Background: an optimization exercise with open tools, aiming at small area. Do not read the settings as production practice. Function was checked by simulation only, so behaviour that the tests miss may differ from the original. Power and IR drop assume default switching activity.

==> module mailbox_capture, before the edit <==
module mailbox_capture #(
	parameter int NODES = clk_sync_pkg::default_nodes,
	parameter int MBOX_BASE = clk_sync_pkg::default_mbox_base
) (
	input  logic                                       clk_i,
	input  logic                                       rst_i,
	input  logic                                       rx_we_i,
	input  logic [clk_sync_pkg::ptr_w-1:0]             rx_addr_i,
	input  logic [7:0]                                 rx_data_i,
	input  logic                                       pulse_i,
	output logic [clk_sync_pkg::ts_w-1:0]              rd_data_o,
	output logic [4:0]                                 ring_pos_o,
	output logic [NODES-1:0]                           rx_ok_o,
	output logic [NODES*3-1:0]                         flags_o
);
	localparam int n_slots = NODES * clk_sync_pkg::ts_slots - 2;
	logic [clk_sync_pkg::ts_w-1:0] ts_q [n_slots];
	logic wr_en;
	logic [NODES-1:0] node_sel;
	logic ts_off_ok;
	logic [clk_sync_pkg::ts_slots-1:0] slot_sel;
	logic is_hi;
	logic flag_off_ok;
	logic ts_lo_wr;
	logic ts_hi_wr;
	assign wr_en = rx_we_i && !pulse_i;  
	always_comb begin
		for (int n = 0; n < NODES; n++) begin
			node_sel[n] = wr_en && rx_addr_i[clk_sync_pkg::ptr_w-1:4] == (MBOX_BASE / 16 + n);
		end
		ts_off_ok = rx_addr_i[3:0] >= clk_sync_pkg::ts_off
			&& rx_addr_i[3:0] < clk_sync_pkg::ts_off + 2 * clk_sync_pkg::ts_slots;
		for (int k = 0; k < clk_sync_pkg::ts_slots; k++) begin
			slot_sel[k] = ts_off_ok && rx_addr_i[3:1] == (clk_sync_pkg::ts_off / 2 + k);
		end
		is_hi = rx_addr_i[0];
		flag_off_ok = rx_addr_i[3:0] == clk_sync_pkg::flags_off;
		ts_lo_wr = |node_sel && ts_off_ok && !is_hi;
		ts_hi_wr = |node_sel && ts_off_ok && is_hi;
	end
	logic [$clog2(NODES+1)-1:0] rcv_q;
	logic lo_q;
	logic at_rcv;
	assign at_rcv = |node_sel && {1'b0, rx_addr_i[7], rx_addr_i[5:4]} == rcv_q;
	always_ff @(posedge clk_i) begin
		if (rst_i || pulse_i) begin
			rcv_q <= '0;  
			lo_q <= 1'b0;
		end else if (at_rcv && ts_lo_wr) begin
			lo_q <= 1'b1;
		end else if (at_rcv && ts_hi_wr && lo_q) begin
			rcv_q <= rcv_q + 1'b1;
			lo_q <= 1'b0;
		end
	end
	always_comb begin
		for (int n = 0; n < NODES; n++) begin
			rx_ok_o[n] = rcv_q > n;
		end
	end
	logic keep;
	logic [NODES-1:0] flag_ld, flag_hold;
	assign keep = !rst_i && !pulse_i;
	always_comb begin
		for (int n = 0; n < NODES; n++) begin
			flag_ld[n] = keep && node_sel[n] && flag_off_ok;
			flag_hold[n] = keep && !(node_sel[n] && flag_off_ok);
		end
	end
	always_ff @(posedge clk_i) begin
		for (int n = 0; n < NODES; n++) begin
			flags_o[n*3 +: 3] <= ({3{flag_ld[n]}} & rx_data_i[2:0]) | ({3{flag_hold[n]}} & flags_o[n*3 +: 3]);
		end
	end
	logic [4:0] m_q;
	always_ff @(posedge clk_i) begin
		if (rst_i || m_q == 0) begin
			m_q <= n_slots - 1;
		end else begin
			m_q <= m_q - 1'b1;
		end
	end
	assign ring_pos_o = m_q;
	logic [4:0] wr_slot;
	logic wr_slot_ok;
	logic [5:0] place_sum;
	logic [4:0] wr_place;
	assign wr_slot = {rx_addr_i[7], rx_addr_i[5:4], rx_addr_i[3], rx_addr_i[1]};
	assign wr_slot_ok = |node_sel && ts_off_ok && wr_slot < n_slots;
	assign place_sum = wr_slot + m_q;
	assign wr_place = place_sum >= n_slots ? place_sum - n_slots : place_sum;
	logic [n_slots-1:0] place_sel;
	logic [n_slots-1:0] lo_ld, lo_sh, hi_ld, hi_sh;
	always_comb begin
		for (int p = 0; p < n_slots; p++) begin
			place_sel[p] = !rst_i && wr_slot_ok && wr_place == p;
			lo_ld[p] = place_sel[p] && !is_hi;
			lo_sh[p] = !rst_i && !lo_ld[p];
			hi_ld[p] = place_sel[p] && is_hi;
			hi_sh[p] = !rst_i && !hi_ld[p];
		end
	end
	always_ff @(posedge clk_i) begin
		for (int p = 0; p < n_slots; p++) begin
			ts_q[p][7:0] <= ({8{lo_ld[p]}} & rx_data_i)
				| ({8{lo_sh[p]}} & ts_q[(p+1)%n_slots][7:0]);
			ts_q[p][15:8] <= ({8{hi_ld[p]}} & rx_data_i)
				| ({8{hi_sh[p]}} & ts_q[(p+1)%n_slots][15:8]);
		end
	end
	assign rd_data_o = ts_q[0];
endmodule
==> flow/config.mk <==
export PLATFORM = sky130hd
export DESIGN_NAME = master_sync_top
export DESIGN_NICKNAME = master_sync_top
export VERILOG_FILES = /design/flow/design.v
export SDC_FILE = /design/flow/constraint.sdc
export NUM_CORES = 4
export LEC_CHECK = 0
export CAP_MARGIN = 10
export CORE_MARGIN = 2
export CORE_UTILIZATION = 60
export SLEW_MARGIN = 10
==> flow/constraint.sdc <==
create_clock -name core_clock -period 10.0 [get_ports {clk_i}]
set_input_delay 2.0000 -clock core_clock [delete_from_list [all_inputs] [get_ports {clk_i}]]
set_output_delay 2.0000 -clock core_clock [all_outputs]
set_load 0.01 [all_outputs]
standard.sh (not shown) runs the stock make flow with config.mk's settings and CLKGATE_MAP_FILE= SYNTH_SCRIPT=/design/flow/synth_recipe.tcl, a recipe that flattens the netlist after the stock synthesis.
==> flow/flow/run.sh <==
#!/bin/bash
# Layout flow: the standard ORFS flow (standard.sh) with these changes:
#  - synthesis maps logic with an area-oriented ABC script (flow/abc_area.script)
#    in place of ORFS's delay-oriented one; ABC does not touch the registers,
#    so the registers are those of the standard synthesis;
#  - pass-through wires (output ports sharing a driver) and port buffers use
#    the smallest buffer cell;
#  - clock tree synthesis uses clkbuf_8 leaf clusters of up to 16 sinks within
#    100 um and inserts no dummy loads.
# make's output goes to flow_make.log; each ORFS step keeps its own log under
# orfs/logs.
set -euo pipefail
here=$PWD
rm -rf scripts_mod
cp -r "$FLOW_HOME/scripts" scripts_mod
cp flow/abc_area.script scripts_mod/abc_speed.script
bash standard.sh \
	"SCRIPTS_DIR=$here/scripts_mod" \
	"MIN_BUF_CELL_AND_PORTS=sky130_fd_sc_hd__buf_1 A X" \
	"BUFFER_PORTS_ARGS=-buffer_cell sky130_fd_sc_hd__buf_1" \
	"CTS_ARGS=-sink_clustering_enable -repair_clock_nets -dont_use_dummy_load -buf_list sky130_fd_sc_hd__clkbuf_8 -sink_clustering_size 16 -sink_clustering_max_diameter 100" \
	finish > flow_make.log 2>&1
==> flow/flow/abc_area.script <==
&get -n
&st
&dch
&nf -R 1000 -E 100
&put
Edit:
--- a/flow/design.v
+++ b/flow/design.v
@@ -93,11 +93,11 @@
 		ts_hi_wr = |node_sel && ts_off_ok && is_hi;
 	end
 	logic [$clog2(NODES+1)-1:0] rcv_q;
 	logic lo_q;
 	logic at_rcv;
-	assign at_rcv = |node_sel && {1'b0, rx_addr_i[7], rx_addr_i[5:4]} == rcv_q;
+	assign at_rcv = |node_sel && rx_addr_i[7:4] - MBOX_BASE / 16 == rcv_q;
 	always_ff @(posedge clk_i) begin
 		if (rst_i || pulse_i) begin
 			rcv_q <= '0;  
 			lo_q <= 1'b0;
 		end else if (at_rcv && ts_lo_wr) begin
Result:
- clock power stays flat
- cell area increases by 0.50%
- final cell count increases by 0.34%
- total power hardly moves
- synthesized cell count increases by 0.85%
- clock skew decreases by 7.6 ps
- core utilization stays flat
- sequential cell count does not change
- via count increases by 1.4%

==> re-timing with driven ports <==
No port has a modelled driver above. Below, the same layouts with a new extraction and two added sets of constraints.
Step 1: set_driving_cell puts a clkbuf_16 on clk_i and a buf_2 on each other input, an assumption about the parent block.
Step 2 adds t to the input delays and takes it off the output delays; t is the mean of the earliest and latest rising clock arrival at the registers after step 1. Input paths then give back, and output paths get back, about the clock's delay inside the block.
Slacks: ideal ports / drivers / drivers and shift; pairs: ideal ports / drivers.
run	t, ns	setup slack, ns	pins driven straight from the clock port
the first run	0.724	3.544 / 3.576 / 2.852	1
the second run	0.734	3.892 / 3.910 / 3.176	1
After both steps every run listed still meets setup and hold. For the second run, which loses most, drivers alone change the setup slack by +0.018 ns; drivers and shift together by -0.716 ns.
